This design comes from an exercise in tuning for small area on the open sky130 flow, not from production work.
In this exercise RTL edits were held to simulation tests only and were not proved equivalent to the original.
No activity file was given, so power comes from the tool's default toggle rates.

$ cat flow/run.sh
#!/bin/bash
# synth_recipe.tcl (not shown) runs the flow's synth.tcl, then flattens the netlist and writes it again
# the make line also repeats each setting of config.mk as NAME=value (left out here)
make -C /OpenROAD-flow-scripts/flow DESIGN_CONFIG=/design/flow/config.mk WORK_HOME=/design/flow/orfs CLKGATE_MAP_FILE= SYNTH_SCRIPT=/design/flow/synth_recipe.tcl finish
$ cat flow/config.mk
export PLATFORM = sky130hd
export DESIGN_NAME = exec_unit
export DESIGN_NICKNAME = exec_unit
export VERILOG_FILES = /design/flow/design.v
export SDC_FILE = /design/flow/constraint.sdc
export NUM_CORES = 4
export LEC_CHECK = 0
export CAP_MARGIN = 20
export CORE_MARGIN = 2
export CORE_UTILIZATION = 30
export SLEW_MARGIN = 20
$ cat flow/constraint.sdc
create_clock -name core_clock -period 5.0 [get_ports {clk}]
set_input_delay 1.0000 -clock core_clock [delete_from_list [all_inputs] [get_ports {clk}]]
set_output_delay 1.0000 -clock core_clock [all_outputs]
set_load 0.01 [all_outputs]
$ cat flow/design.v
package exec_pkg;
	typedef logic [31:0] word_t;      
	typedef logic [4:0]  mode_t;      
	typedef logic [1:0]  sub_mode_t;
	typedef logic [4:0]  bit_idx_t;   
	typedef logic [3:0]  y1_chan_t;   
	typedef logic [1:0]  y2_chan_t;   
	typedef logic [7:0]  irq_num_t;
	localparam mode_t MODE_CONV  = 5'd4;   
	localparam mode_t MODE_SHIFT = 5'd5;
	localparam mode_t MODE_LOGIC = 5'd6;
	localparam mode_t MODE_MOVE  = 5'd9;
	localparam mode_t MODE_SEXT  = 5'd18;
	localparam mode_t MODE_FIELD = 5'd19;
	localparam mode_t MODE_CMPU  = 5'd20;
	localparam mode_t MODE_CMPS  = 5'd21;
	localparam word_t SHIFT_MAX = 32'd32;  
	localparam irq_num_t IRQ_SHIFT_LEFT  = 8'd6;
	localparam irq_num_t IRQ_SHIFT_RIGHT = 8'd7;
	typedef struct packed {
		mode_t     mode;
		sub_mode_t sub_mode;
		logic      rw;        
		word_t     x1;
		word_t     x2;
		bit_idx_t  m_num;     
		bit_idx_t  l_num;     
		y1_chan_t  y1_sel;
		y2_chan_t  y2_sel;
	} exec_req_t;
	typedef struct packed {
		word_t order_addr;
		logic  running;
		logic  dep_tpc;
		logic  dep_ipc;
		logic  eff_tpc;
		logic  eff_ipc;
		logic  eff_flag;
		logic  eff_cs;
		logic  four_cycle;
	} exec_tag_t;
	typedef struct packed {
		word_t y1;
		word_t y2;
	} unit_res_t;
	typedef struct packed {
		word_t    y1;
		word_t    y2;
		y1_chan_t y1_channel;
		y2_chan_t y2_channel;
	} exec_result_t;
	typedef struct packed {
		logic     valid;
		irq_num_t num;
	} irq_t;
	typedef enum logic [2:0] {
		EQ = 3'd0,
		NE = 3'd1,
		GT = 3'd2,
		LT = 3'd3,
		GE = 3'd4,
		LE = 3'd5
	} cmp_cond_t;
endpackage
`timescale 1ns/1ns
module shift_unit (
	input  exec_pkg::exec_req_t req,
	output exec_pkg::unit_res_t res,
	output logic                fault,
	output exec_pkg::irq_num_t  fault_num
);
	logic [63:0] wide_l;  
	logic [63:0] wide_r;  
	assign wide_l = {32'b0, req.x1} << req.x2;
	assign wide_r = {req.x1, 32'b0} >> req.x2;
	always_comb begin
		case (req.sub_mode)
			2'd0: begin  
				res.y1 = wide_l[31:0];
				res.y2 = wide_l[63:32];
			end
			2'd1: begin  
				res.y1 = wide_r[63:32];
				res.y2 = wide_r[31:0];
			end
			2'd2: begin  
				res.y1 = wide_l[31:0] | wide_l[63:32];
				res.y2 = wide_l[63:32];
			end
			default: begin  
				res.y1 = wide_r[63:32] | wide_r[31:0];
				res.y2 = wide_r[31:0];
			end
		endcase
	end
	assign fault = (req.mode == exec_pkg::MODE_SHIFT) && (req.x2 > exec_pkg::SHIFT_MAX);
	assign fault_num = req.sub_mode[0] ? exec_pkg::IRQ_SHIFT_RIGHT : exec_pkg::IRQ_SHIFT_LEFT;
endmodule
`timescale 1ns/1ns
module bitop_unit (
	input  exec_pkg::exec_req_t req,
	output exec_pkg::unit_res_t res
);
	exec_pkg::word_t field_mask;
	logic            x1_true;
	logic            x2_true;
	assign field_mask = (32'hffff_ffff >> (5'd31 - req.m_num)) & (32'hffff_ffff << req.l_num);
	assign x1_true = |req.x1;
	assign x2_true = |req.x2;
	always_comb begin
		res = '0;
		case (req.mode)
			exec_pkg::MODE_LOGIC: begin
				case (req.sub_mode)
					2'd0: begin
						res.y1    = req.x1 & req.x2;
						res.y2[0] = x1_true && x2_true;
					end
					2'd1: begin
						res.y1    = req.x1 | req.x2;
						res.y2[0] = x1_true || x2_true;
					end
					2'd2: begin  
						res.y1    = ~req.x2;
						res.y2[0] = !x2_true;
					end
					default: begin
						res.y1    = req.x1 ^ req.x2;
						res.y2[0] = x1_true ^ x2_true;
					end
				endcase
			end
			exec_pkg::MODE_FIELD: begin
				if (req.sub_mode == 2'd0)
					res.y1 = (req.x1 & ~field_mask) | ((req.x2 << req.l_num) & field_mask);
				else if (req.sub_mode == 2'd1)
					res.y1 = (req.x2 & field_mask) >> req.l_num;  
			end
			exec_pkg::MODE_MOVE: begin
				if (req.sub_mode == 2'd0)
					res.y1 = req.x2;
				else if (req.sub_mode == 2'd1)
					res.y1 = (req.x1 << 16) | req.x2;  
			end
			exec_pkg::MODE_SEXT: begin
				if (req.sub_mode == 2'd0)
					res.y1 = req.x2[7] ? {24'hff_ffff, req.x2[7:0]} : req.x2;
				else if (req.sub_mode == 2'd1)
					res.y1 = req.x2[15] ? {16'hffff, req.x2[15:0]} : req.x2;
			end
			exec_pkg::MODE_CONV: begin
				if (req.sub_mode == 2'd3)
					res.y1 = ~req.x2 + 32'd1;
			end
			default: res = '0;
		endcase
	end
endmodule
`timescale 1ns/1ns
module compare_unit (
	input  exec_pkg::exec_req_t req,
	output exec_pkg::unit_res_t res
);
	exec_pkg::cmp_cond_t cond;
	logic                eq;
	logic                lt;
	logic                gt;
	logic                hit;
	assign cond = exec_pkg::cmp_cond_t'({req.rw, req.sub_mode});
	assign eq = (req.x1 == req.x2);
	always_comb begin
		if (req.mode == exec_pkg::MODE_CMPS)
			lt = $signed(req.x1) < $signed(req.x2);
		else
			lt = req.x1 < req.x2;
	end
	assign gt = !lt && !eq;
	always_comb begin
		case (cond)
			exec_pkg::EQ: hit = eq;
			exec_pkg::NE: hit = !eq;
			exec_pkg::GT: hit = gt;
			exec_pkg::LT: hit = lt;
			exec_pkg::GE: hit = !lt;
			exec_pkg::LE: hit = !gt;
			default: hit = 1'b0;  
		endcase
	end
	assign res.y1 = '0;
	assign res.y2 = {31'b0, hit};
endmodule
`timescale 1ns/1ns
module exec_pipe_reg (
	input  logic                   clk,
	input  logic                   rst,
	input  logic                   hold,
	input  exec_pkg::exec_result_t res_in,
	input  exec_pkg::exec_tag_t    tag_in,
	input  exec_pkg::irq_t         irq_in,
	input  exec_pkg::irq_t         irq_local,
	output exec_pkg::exec_result_t result,
	output exec_pkg::exec_tag_t    tag_out,
	output exec_pkg::irq_t         irq_out
);
	exec_pkg::irq_t irq_merged;
	assign irq_merged = irq_in.valid ? irq_in : irq_local;
	always_ff @(posedge clk) begin
		if (rst) begin
			result  <= '0;
			tag_out <= '0;
			irq_out <= '0;
		end else if (!hold) begin
			result  <= res_in;
			tag_out <= tag_in;
			irq_out <= irq_merged;
		end
	end
endmodule
`timescale 1ns/1ns
module exec_stage (
	input  logic                   clk,
	input  logic                   rst,
	input  logic                   hold,
	input  exec_pkg::exec_req_t    req,
	input  exec_pkg::exec_tag_t    tag_in,
	input  exec_pkg::irq_t         irq_in,
	output exec_pkg::exec_result_t result,
	output exec_pkg::exec_tag_t    tag_out,
	output exec_pkg::irq_t         irq_out
);
	exec_pkg::unit_res_t    shift_res;
	exec_pkg::unit_res_t    bitop_res;
	exec_pkg::unit_res_t    cmp_res;
	exec_pkg::unit_res_t    sel_res;
	logic                   shift_fault;
	exec_pkg::irq_num_t     shift_fault_num;
	logic                   supported;
	exec_pkg::exec_result_t res_comb;
	exec_pkg::irq_t         irq_local;
	shift_unit shift_unit_i (
		.req       (req),
		.res       (shift_res),
		.fault     (shift_fault),
		.fault_num (shift_fault_num)
	);
	bitop_unit bitop_unit_i (
		.req (req),
		.res (bitop_res)
	);
	compare_unit compare_unit_i (
		.req (req),
		.res (cmp_res)
	);
	always_comb begin
		supported = 1'b0;
		sel_res   = '0;
		case (req.mode)
			exec_pkg::MODE_SHIFT: begin
				supported = 1'b1;
				sel_res   = shift_res;
			end
			exec_pkg::MODE_LOGIC: begin
				supported = 1'b1;
				sel_res   = bitop_res;
			end
			exec_pkg::MODE_MOVE, exec_pkg::MODE_SEXT, exec_pkg::MODE_FIELD: begin
				supported = !req.sub_mode[1];  
				sel_res   = bitop_res;
			end
			exec_pkg::MODE_CONV: begin
				supported = (req.sub_mode == 2'd3);  
				sel_res   = bitop_res;
			end
			exec_pkg::MODE_CMPU, exec_pkg::MODE_CMPS: begin
				supported = 1'b1;
				sel_res   = cmp_res;
			end
			default: supported = 1'b0;
		endcase
		if (!supported)
			sel_res = '0;
	end
	always_comb begin
		res_comb.y1 = sel_res.y1;
		res_comb.y2 = sel_res.y2;
		if (supported && !shift_fault) begin
			res_comb.y1_channel = req.y1_sel;
			res_comb.y2_channel = req.y2_sel;
		end else begin
			res_comb.y1_channel = '0;  
			res_comb.y2_channel = '0;
		end
	end
	assign irq_local.valid = shift_fault;
	assign irq_local.num   = shift_fault ? shift_fault_num : '0;
	exec_pipe_reg exec_pipe_reg_i (
		.clk       (clk),
		.rst       (rst),
		.hold      (hold),
		.res_in    (res_comb),
		.tag_in    (tag_in),
		.irq_in    (irq_in),
		.irq_local (irq_local),
		.result    (result),
		.tag_out   (tag_out),
		.irq_out   (irq_out)
	);
endmodule
`timescale 1ns/1ns
module exec_unit (
	input  logic        clk,
	input  logic        rst,
	input  logic        hold,
	input  logic [4:0]  mode,
	input  logic [1:0]  sub_mode,
	input  logic        rw,
	input  logic [31:0] x1,
	input  logic [31:0] x2,
	input  logic [4:0]  m_num,
	input  logic [4:0]  l_num,
	input  logic [3:0]  y1_sel,
	input  logic [1:0]  y2_sel,
	input  logic [31:0] tag_addr_in,
	input  logic [7:0]  tag_flags_in,
	input  logic        irq_in_valid,
	input  logic [7:0]  irq_in_num,
	output logic [31:0] y1,
	output logic [31:0] y2,
	output logic [3:0]  y1_channel,
	output logic [1:0]  y2_channel,
	output logic [31:0] tag_addr_out,
	output logic [7:0]  tag_flags_out,
	output logic        irq_out_valid,
	output logic [7:0]  irq_out_num
);
	exec_pkg::exec_req_t    req;
	exec_pkg::exec_tag_t    tag_in;
	exec_pkg::irq_t         irq_in;
	exec_pkg::exec_result_t result;
	exec_pkg::exec_tag_t    tag_out;
	exec_pkg::irq_t         irq_out;
	assign req.mode     = mode;
	assign req.sub_mode = sub_mode;
	assign req.rw       = rw;
	assign req.x1       = x1;
	assign req.x2       = x2;
	assign req.m_num    = m_num;
	assign req.l_num    = l_num;
	assign req.y1_sel   = y1_sel;
	assign req.y2_sel   = y2_sel;
	assign tag_in       = {tag_addr_in, tag_flags_in};
	assign irq_in       = {irq_in_valid, irq_in_num};
	exec_stage exec_stage_i (
		.clk     (clk),
		.rst     (rst),
		.hold    (hold),
		.req     (req),
		.tag_in  (tag_in),
		.irq_in  (irq_in),
		.result  (result),
		.tag_out (tag_out),
		.irq_out (irq_out)
	);
	assign y1            = result.y1;
	assign y2            = result.y2;
	assign y1_channel    = result.y1_channel;
	assign y2_channel    = result.y2_channel;
	assign {tag_addr_out, tag_flags_out} = tag_out;
	assign {irq_out_valid, irq_out_num}  = irq_out;
endmodule
==> out/metrics.cfg <==
[yosys]
avgSynthCellArea_um2=7.49
muxShareOfSynthArea=0.237
synth-edff-count=0
synthCells=2820
ys_warn_count=5
yosys.area_share.simple=0.225
synth_area_mm2=0.0211
synth_fa_ha_area_frac=0.0586
synth-seq-cells=119
ys_types=93
synthFlopType=dfxtp_1
synth_xor_area_frac=0.00539
synth_compound_area_frac=0.284
synth_nets=3059
synth_top_family_by_area=compound AO/OA/AOI/OAI gates
yosysSeqAreaShare=0.113
synth-async-reset-ratio=0

[floorplan]
ios=259
die_w_um=269
num_rows=97
core-area_mm2=0.0699
start_util=0.302
dieArea_mm2=0.0725
die_y_um=269

[placed_design]
io_buffers=258
place_area_mm2=0.0261
routabilityCongestion=1.07
hpwl_mm=115

[drt]
topRoutingLayerUsed=met5
drt-met1-wl_mm=58.8
dr.first_iter.drc_count=4747
vias=27700
dr_wl_met2_mm=57.9
wl_met3_mm=21.6
dr.pass1.iters=6
routed_wl_mm=146
wl_per_cell_um=35.9
drc=0
ant_nets=0
vias_per_cell=6.83

[sta]
report.final.setup_viol=0
rsz0062_at_grt=no
slew_headroom=0.327
finClkSkew_ns=0
hold_viol=0
worst_pin_slew_ns=0.985
finalCriticalPeriod_ns=4.43
period_share=0.885
timing.fmax_mhz=226
slew_violations=0
finalSetupTns_ns=0
holdWs_ns=0.436

[clock_tree]
clkTransAtPathRegs_ns=0.06
numCtsBuffers=17
cts.sinks=119
cts_tree=done
cts_resized=0
insertion_delay_ns=0.43
postCtsSetupBuffers=0
cts-root-buf=clkbuf_16
cts_buffer_depth=2
cts_max_level=4
postCtsHoldBufs=0

[power]
total_power_mw=4.72
peakVddDrop_mv=0.220
power.density_mw_per_mm2=176
leakage_nw=9.99

[cells_and_area]
final_area_mm2=0.0268
syn_to_final_growth_pct=26.6
final_cell_mix=295 x buf_4, 292 x nand2_1, 252 x nor2_1
fin_nets=3339
mostFrequentLayoutCell=buf_4
drive_gt1_frac=0.196

[outcome]
status=complete, no violations

[flow_run]
cap_violations=0

[global_route]
grt_pass1_vias=25400
grt_pass1_wl_mm=203
antenna_found_initial=12
grtUsageTotal=0.386
grt_max_degree=68
grt_overflow_total=0

[worst_setup_path]
cp-end-kind=flop
arrival_ns=4.71
worstPathMaxFanout=14
crit_path_start_kind=input pin
crit_type=in -> reg
max_stage_delay_ns=0.89
path_common_cell=buf_4
cp.required_ns=5.28
cp_slowest_cell=a2111oi_0
path_cells=clkdlybuf4s50_1 -> buf_4 -> inv_1 -> ha_1 -> mux4_2 -> nand2_1 -> o311ai_0 -> a221oi_1 -> buf_4 -> nor2_1 -> a2111oi_0 -> buf_4 -> a31oi_1
rrSetupSlack_ns=3.04

[worst_hold_path]
min_path_type=reg -> reg

## power breakdown
part | switching (mW) | internal, mW | total [mW]
Combinational | 1.45 | 0.810 | 2.26
Sequential | 0.0134 | 0.973 | 0.986
Clock | 0.519 | 0.953 | 1.47
## cells in the mapped netlist (32+ instances only)
cell type	number	area, um^2
nand2_1	292	1100
nor2_1	253	950
clkbuf_1	216	811
o21ai_0	156	781
a21oi_1	144	721
mux2i_1	129	1290
mux4_2	123	2770
dfxtp_1	119	2380
inv_1	110	413
ha_1	99	1240
mux2_2	83	935
nand3_1	83	415
nor3_1	81	405
a22oi_1	52	390
buf_1	49	184
a31oi_1	45	282
nor4_1	45	282
o211ai_1	43	323
nand4_1	32	200
## worst max-delay path, delay by kind of cell
family | cells | cell delay (ns)
buffers and inverters | 5 | 1.42
AOI/OAI and AO/OA | 4 | 1.37
muxes | 1 | 0.45
adders and majority gates | 1 | 0.31
and+or+nand+nor | 2 | 0.15
## per-stage QoR
step / instances / util / setup slack [ns]
2_1_floorplan: 2820 / - / 0.200
5_1_grt: 4053 / 0.382 / 0.448
6_report: 4060 / 0.383 / 0.574
3_5_place_dp: 4021 / 0.373 / 0.279
3_3_place_gp: 4021 / 0.373 / 0.279
4_1_cts: 4052 / 0.382 / 0.724
## per-layer routing
| metal | track usage | vias up |
|---|---|---|
| li1 | - | 11400 |
| met1 | 0.539 | 13400 |
| met2 | 0.543 | 2536 |
| met3 | 0.126 | 391 |
| met4 | 0.151 | 10 |
| met5 | 0 | - |
## sequential cells by signal, indices dropped and copies added, names as in the netlist
register / cells
exec_stage_i.exec_pipe_reg_i.irq_out: 9
exec_stage_i.exec_pipe_reg_i.result: 70
exec_stage_i.exec_pipe_reg_i.tag_out: 40
## final cells by class
| cell class | count | area [um^2] |
|---|---|---|
| multi-input cells | 2287 | 17100 |
| inverters | 117 | 439 |
| repair buffers | 558 | 4920 |
| clock inverters | 13 | 241 |
| well taps | 940 | 1180 |
| fillers | 7418 | 43200 |
| flip-flops and latches | 119 | 2380 |
| diodes | 8 | 20.0 |
| clock buffers | 18 | 439 |
## worst paths after layout
kind,startpoint,end,depth (start not counted)
min reg2reg,exec_stage_i.exec_pipe_reg_i.result[30]$_SDFFE_PP0N_,exec_stage_i.exec_pipe_reg_i.result[30]$_SDFFE_PP0N_,2
max reg2reg,exec_stage_i.exec_pipe_reg_i.result[41]$_SDFFE_PP0N_,exec_stage_i.exec_pipe_reg_i.result[41]$_SDFFE_PP0N_,7
max,x2[16],exec_stage_i.exec_pipe_reg_i.result[54]$_SDFFE_PP0N_,13
min,exec_stage_i.exec_pipe_reg_i.result[30]$_SDFFE_PP0N_,exec_stage_i.exec_pipe_reg_i.result[30]$_SDFFE_PP0N_,2
## cell families after synthesis
family | Yosys count
XOR/XNOR | 13
AO/OA/AOI/OAI | 860
AND/OR/NAND/NOR | 980
buffers and inverters | 414
multiplexers | 335
adder cells (fa/ha/maj) | 99
flip-flops | 119

what the ideal ports hide:
No port has a modelled driver above. Below, the same layout with a new extraction and two added sets of constraints.
Step 1 sets driving cells, clkbuf_16 on the clock port and buf_2 on the other inputs (assumed; they add their load-dependent delay and slew).
Step 2 moves the port delays by t, midway between the first and last clock arrival at a register: inputs arrive t later, outputs are due t later. That takes back most of the time a late clock gives input paths.
Three values: ideal, step 1, step 2; two values: the first two.
t (ns): 0.489
slack for setup (ns): 0.574 / 0.608 / 0.119
slew at the worst register clock pin (ns): 0.07 / 0.07
worst data-port slew with drivers (ns): 0.11
After both steps setup and hold are still met in this run. The setup slack of this run moves by +0.034 ns with the drivers and by -0.455 ns with both steps.
